This design comes from an exercise in tuning for small area and few clock cycles on the open sky130 flow, not from production work.
The RTL was checked by simulation tests, not by an equivalence proof against the original design.
Power is estimated from default activity; no workload was simulated.

==> flow/design.v <==
`default_nettype none
package usb_tx_pkg;
  typedef logic [7:0] host_byte_t;
  typedef struct packed {
    logic [3:0] check;
    logic [3:0] pid_type;
  } pid_fields_t;
  typedef union packed {
    logic [7:0]  raw;
    pid_fields_t f;
  } pid_t;
  typedef struct packed {
    logic [7:0] data;
    logic       last;   
    logic       pid;    
  } buf_entry_t;
  typedef struct packed {
    logic drive;   
    logic dp;
    logic dm;
  } line_t;
endpackage
`default_nettype wire
`timescale 1ns/1ps
`default_nettype none
module host_write_port (
  input  logic                   clock,
  input  logic                   reset,
  input  logic                   req,
  input  usb_tx_pkg::host_byte_t wdata,
  output logic                   ack,
  output logic                   pid_error,
  output logic                   wr_en,
  input  logic                   wr_slot,
  input  logic                   full,
  output logic                   hdr_done,   
  input  logic                   pending
);
  logic [5:0] rem;        
  logic       pid_next;   
  logic       pid_ok;
  logic       len_in;
  logic       pid_in;
  logic       good;
  logic       last_in;
  logic       can;
  logic       accept;
  assign len_in   = (rem == '0);
  assign pid_in   = !len_in && pid_next;
  assign good     = pid_in ? (wdata[7:4] == ~wdata[3:0]) : pid_ok;
  assign last_in  = (rem == 6'd1);
  assign hdr_done = len_in || pid_in || !pid_ok;
  assign can    = len_in || !good || (wr_slot && !full && !(pid_in && pending));
  assign accept = req && !ack && can;
  assign wr_en  = accept && !len_in && good;
  always_ff @(posedge clock) begin
    if (reset) begin
      ack       <= 1'b0;
      pid_error <= 1'b0;
      rem       <= '0;
    end else begin
      ack       <= accept || (ack && req);
      pid_error <= accept && last_in && !good;
      if (accept) rem <= len_in ? wdata[5:0] : rem - 6'd1;
    end
  end
  always_ff @(posedge clock) begin
    if (accept) pid_next <= len_in;
    if (accept && pid_in) pid_ok <= good;
  end
endmodule
`default_nettype wire
`timescale 1ns/1ps
`default_nettype none
module packet_buffer (
  input  logic       clock,
  input  logic       reset,
  input  logic       wr_en,
  input  logic [7:0] wdata,
  output logic       wr_slot,    
  input  logic       rd_en,
  output logic       rd_slot,    
  output logic [7:0] tap,
  output logic       full,
  output logic       empty
);
  localparam int K = 31;
  localparam logic [4:0] Z     = 5'b11111;
  localparam logic [4:0] Z_M3  = 5'b10011;   
  logic [K*8-1:0] ring;
  logic [4:0]     wt;
  logic [4:0]     rt;
  logic           lw;    
  assign tap     = ring[K*8-1 -: 8];
  assign wr_slot = (wt == Z);
  assign rd_slot = (rt == Z);
  assign full    = (wt == rt) && lw;
  assign empty   = (wt == rt) && !lw;
  always_ff @(posedge clock) begin
    ring <= {ring[K*8-9:0], wr_en ? wdata : tap};
  end
  always_ff @(posedge clock) begin
    if (reset) begin
      wt <= Z;
      rt <= Z;
      lw <= 1'b0;
    end else begin
      wt <= wr_en ? Z_M3 : {wt[3:0], wt[4] ^ wt[2]};
      rt <= rd_en ? Z_M3 : {rt[3:0], rt[4] ^ rt[2]};
      if (wr_en || rd_en) lw <= wr_en;
    end
  end
endmodule
`default_nettype wire
`timescale 1ns/1ps
`default_nettype none
module line_serializer (
  input  logic              clock,
  input  logic              reset,
  input  logic              hdr_done,  
  output logic              pending,   
  input  logic              rd_slot,
  input  logic              empty,
  input  logic [7:0]        tap,
  output logic              rd_en,
  output usb_tx_pkg::line_t line,
  output logic              busy
);
  typedef enum logic [2:0] {
    S_IDLE = 3'b000,
    S_SYNC = 3'b001,
    S_PID  = 3'b010,
    S_DATA = 3'b011,
    S_CRC  = 3'b100,
    S_TAIL = 3'b110    
  } state_t;
  state_t      state;
  logic [1:0]  cyc;
  logic [2:0]  ones;      
  logic [2:0]  bit_idx;
  logic [7:0]  sh;        
  logic [7:0]  nx;
  logic        nxv;
  logic        shv;       
  logic        lvl;
  logic        crc_lo;    
  logic [15:0] crc;
  logic        drained;   
  logic bit_sh, fb, hdr;
  logic tick, stuff, tail, stream, in_byte, in_crc, cur, din;
  logic bitstep, bytedone, start, preload, sh_load, se0;
  assign tick     = (cyc == 2'd3);
  assign stuff    = (ones == 3'b100);    
  assign busy     = (state != S_IDLE);
  assign tail     = (state == S_TAIL);
  assign stream   = busy && !tail;
  assign in_byte  = (state == S_PID) || (state == S_DATA);
  assign in_crc   = (state == S_CRC);
  assign bit_sh   = sh[bit_idx];
  assign cur      = (state == S_SYNC) ? (bit_idx == 3'd7) : in_crc ? ~crc[0] : bit_sh;
  assign din      = in_crc ? crc[0] : bit_sh;
  assign fb       = crc[0] ^ din;
  assign hdr      = (state == S_SYNC) || (state == S_PID);
  assign bitstep  = tick && stream && !stuff;
  assign bytedone = bitstep && (bit_idx == 3'd7);
  assign start    = !busy && hdr_done && (!empty || nxv || shv);
  assign preload  = (!busy || state == S_SYNC) && !shv && nxv;
  assign sh_load  = preload || (bytedone && in_byte && nxv);
  assign rd_en    = !nxv && rd_slot && !empty && !(busy && drained);
  assign pending  = !empty || (busy ? !drained : (nxv || shv));
  assign se0  = tail && (bit_idx[0] ^ bit_idx[1]);
  assign line = {busy, busy && !se0 && lvl, busy && !se0 && !lvl};
  always_ff @(posedge clock) begin
    if (rd_en) nx <= tap;
    if (sh_load) sh <= nx;
    if (bitstep)
      crc <= {hdr || fb, crc[15], crc[14] ^ (fb && !hdr), crc[13:2], crc[1] ^ (fb && !hdr)};
  end
  always_ff @(posedge clock) begin
    if (reset) begin
      state   <= S_IDLE;
      nxv     <= 1'b0;
      shv     <= 1'b0;
      cyc     <= '0;
      drained <= 1'b0;
      ones    <= 3'b001;
      lvl     <= 1'b1;
    end else begin
      if (tick) ones <= (stuff || !cur || tail) ? 3'b001 : {ones[1:0], ones[2] ^ ones[1]};
      if (tick && (stuff || (!cur && stream))) lvl <= !lvl;
      else if (tick && tail && bit_idx == 3'd2) lvl <= 1'b1;
      cyc     <= busy ? cyc + 2'd1 : 2'd0;
      drained <= busy && (drained || empty);
      if (rd_en) nxv <= 1'b1;
      else if (sh_load) nxv <= 1'b0;
      if (bytedone && state == S_SYNC) shv <= 1'b0;
      else if (preload) shv <= 1'b1;
      if (!busy) bit_idx <= '0;
      else if (tick && !stuff) bit_idx <= bit_idx + 3'd1;
      if (bytedone && state == S_SYNC) crc_lo <= (sh[1:0] == 2'b11);
      else if (bytedone && in_crc) crc_lo <= 1'b0;
      if (start) state <= S_SYNC;
      else if (tick) begin
        case (state)
          S_SYNC:  if (bytedone) state <= S_PID;
          S_PID, S_DATA:
            if (bytedone) state <= nxv ? S_DATA : crc_lo ? S_CRC : S_TAIL;
          S_CRC:   if (bytedone && !crc_lo) state <= S_TAIL;
          S_TAIL:  if (!stuff && bit_idx == 3'd3) state <= S_IDLE;
          default: state <= S_IDLE;
        endcase
      end
    end
  end
endmodule
`default_nettype wire
`timescale 1ns/1ps
`default_nettype none
module usb_tx_top (
  input  logic                   clock,
  input  logic                   reset,
  input  logic                   req,
  input  usb_tx_pkg::host_byte_t wdata,
  output logic                   ack,
  output logic                   pid_error,
  output usb_tx_pkg::line_t      line,
  output logic                   busy
);
  logic       wr_en;
  logic       full;
  logic       empty;
  logic       wr_slot;
  logic       rd_slot;
  logic       rd_en;
  logic [7:0] tap;
  logic       hdr_done;
  logic       pending;
  host_write_port u_host_write_port (
    .clock     (clock),
    .reset     (reset),
    .req       (req),
    .wdata     (wdata),
    .ack       (ack),
    .pid_error (pid_error),
    .wr_en     (wr_en),
    .wr_slot   (wr_slot),
    .full      (full),
    .hdr_done  (hdr_done),
    .pending   (pending)
  );
  packet_buffer u_packet_buffer (
    .clock   (clock),
    .reset   (reset),
    .wr_en   (wr_en),
    .wdata   (wdata),
    .wr_slot (wr_slot),
    .rd_en   (rd_en),
    .rd_slot (rd_slot),
    .tap     (tap),
    .full    (full),
    .empty   (empty)
  );
  line_serializer u_line_serializer (
    .clock    (clock),
    .reset    (reset),
    .hdr_done (hdr_done),
    .pending  (pending),
    .rd_slot  (rd_slot),
    .empty    (empty),
    .tap      (tap),
    .rd_en    (rd_en),
    .line     (line),
    .busy     (busy)
  );
endmodule
`default_nettype wire
export LEC_CHECK = 0
export CAP_MARGIN = 20
export CORE_MARGIN = 2
export CORE_UTILIZATION = 80
export CTS_BUF_LIST = sky130_fd_sc_hd__clkbuf_8
export CTS_CLUSTER_DIAMETER = 50
export CTS_CLUSTER_SIZE = 16
export SLEW_MARGIN = 20
create_clock -name core_clock -period 10.0 [get_ports {clock}]
standard.sh (not shown) runs the stock make flow with config.mk's settings and CLKGATE_MAP_FILE= SYNTH_SCRIPT=/design/flow/synth_recipe.tcl, a recipe that flattens the netlist after the stock synthesis.
==> flow/flow/run.sh <==
#!/bin/bash
# The standard layout with two changes: synthesis maps the logic with an
# area-oriented ABC script (flow/synth.tcl, flow/area.abc), and the port
# buffers are the smallest buffer cell. Each step's output goes to its own log.
set -euo pipefail
here=$(pwd)
export BUFFER_PORTS_ARGS="-buffer_cell sky130_fd_sc_hd__buf_1"
export AREA_ABC_SCRIPT=$here/flow/area.abc
export FLOW_SYNTH_TCL=$here/synth_recipe.tcl
sed -E "s#SYNTH_SCRIPT=('[^']*'|[^ ]*)#SYNTH_SCRIPT=$here/flow/synth.tcl#" standard.sh > area_synth.sh
grep -q "SYNTH_SCRIPT=$here/flow/synth.tcl" area_synth.sh
bash area_synth.sh synth > synth_step.log 2>&1
bash standard.sh > layout_steps.log 2>&1
==> flow/flow/area.abc <==
&get -n
&st
&dch -f
&nf -R 1000
&put
strash
&get -n
&st
&dch -f
&nf -R 1000
&put
topo
dnsize -c
==> flow/flow/synth.tcl <==
# The standard flow's synthesis script, with ABC's logic mapping done by the area-oriented
# script flow/area.abc instead of ORFS's speed script. Registers are untouched.
proc abc {args} {
  set new {}
  set skip 0
  foreach a $args {
    if {$skip} { set skip 0; continue }
    if {$a eq "-script"} { set skip 1; lappend new -script $::env(AREA_ABC_SCRIPT); continue }
    lappend new $a
  }
  yosys abc {*}$new
}
source $::env(FLOW_SYNTH_TCL)
Testbench counts at the start, summed over its fixed seeds: cycles 131,526.
Rerun with:
CORE_UTILIZATION = 70   (was 80)
CTS_CLUSTER_SIZE = 18   (was 16)
GPL_ROUTABILITY_DRIVEN = 0   (was unset)
GPL_TIMING_DRIVEN = 0   (was unset)
Outcome: The new run ran to the end with no violations; final area rose by 0.35%; via count falls by 11%; non-clock buffer count drops by 2; worst hold slack got worse by 0.0047 ns; worst setup slack got worse by 0.084 ns; area after synthesis is unchanged; clock-buffer cell count does not change.
Rerun with:
==> flow/flow/area.abc (replaced) <==
&get -n
&st
&deepsyn -T 20
&dch -f
&nf -R 1000
&put
topo
dnsize -c
CORE_UTILIZATION = 75   (was 70)
CTS_BUF_LIST = sky130_fd_sc_hd__clkbuf_8 sky130_fd_sc_hd__clkbuf_16   (was sky130_fd_sc_hd__clkbuf_8)
CTS_CLUSTER_DIAMETER = 60   (was 50)
CTS_CLUSTER_SIZE = 24   (was 18)
GPL_ROUTABILITY_DRIVEN = unset   (was 0)
GPL_TIMING_DRIVEN = unset   (was 0)
Outcome: The new run went through all stages and came out clean; total power grows by a few percent; wire length grows by about a fifth; core utilization grows by 5.2 points; die area shrinks by a little under a tenth; critical path depth grows by 1; worst setup slack got worse by 0.10 ns; area after synthesis shrinks slightly; via count grows by a few percent.

-- what the ideal ports hide --
No port has a modelled driver above. Below, the same layouts with a new extraction and two added sets of constraints.
Step 1 sets driving cells, clkbuf_16 on the clock port and buf_2 on the other inputs (assumed; they add their load-dependent delay and slew).
Step 2 times the ports against the registers' clock, not the clock port: input delays grow and output delays shrink by t, the midpoint of the rising clock arrivals with the driver on.
a / b / c = ideal ports / drivers / drivers and shift; a / b = the first two.
run | t (ns) | slack for setup (ns) | worst register clock-pin slew, ns
the first run | 0.540 | 5.774 / 5.770 / 5.231 | 0.11 / 0.11
the second run | 0.552 | 5.689 / 5.653 / 5.767 | 0.12 / 0.12
the third run | 0.552 | 5.587 / 5.555 / 5.206 | 0.09 / 0.09
After both steps setup and hold are still met in every run listed. For the first run, which loses most, drivers alone change the setup slack by -0.004 ns; drivers and shift together by -0.543 ns.
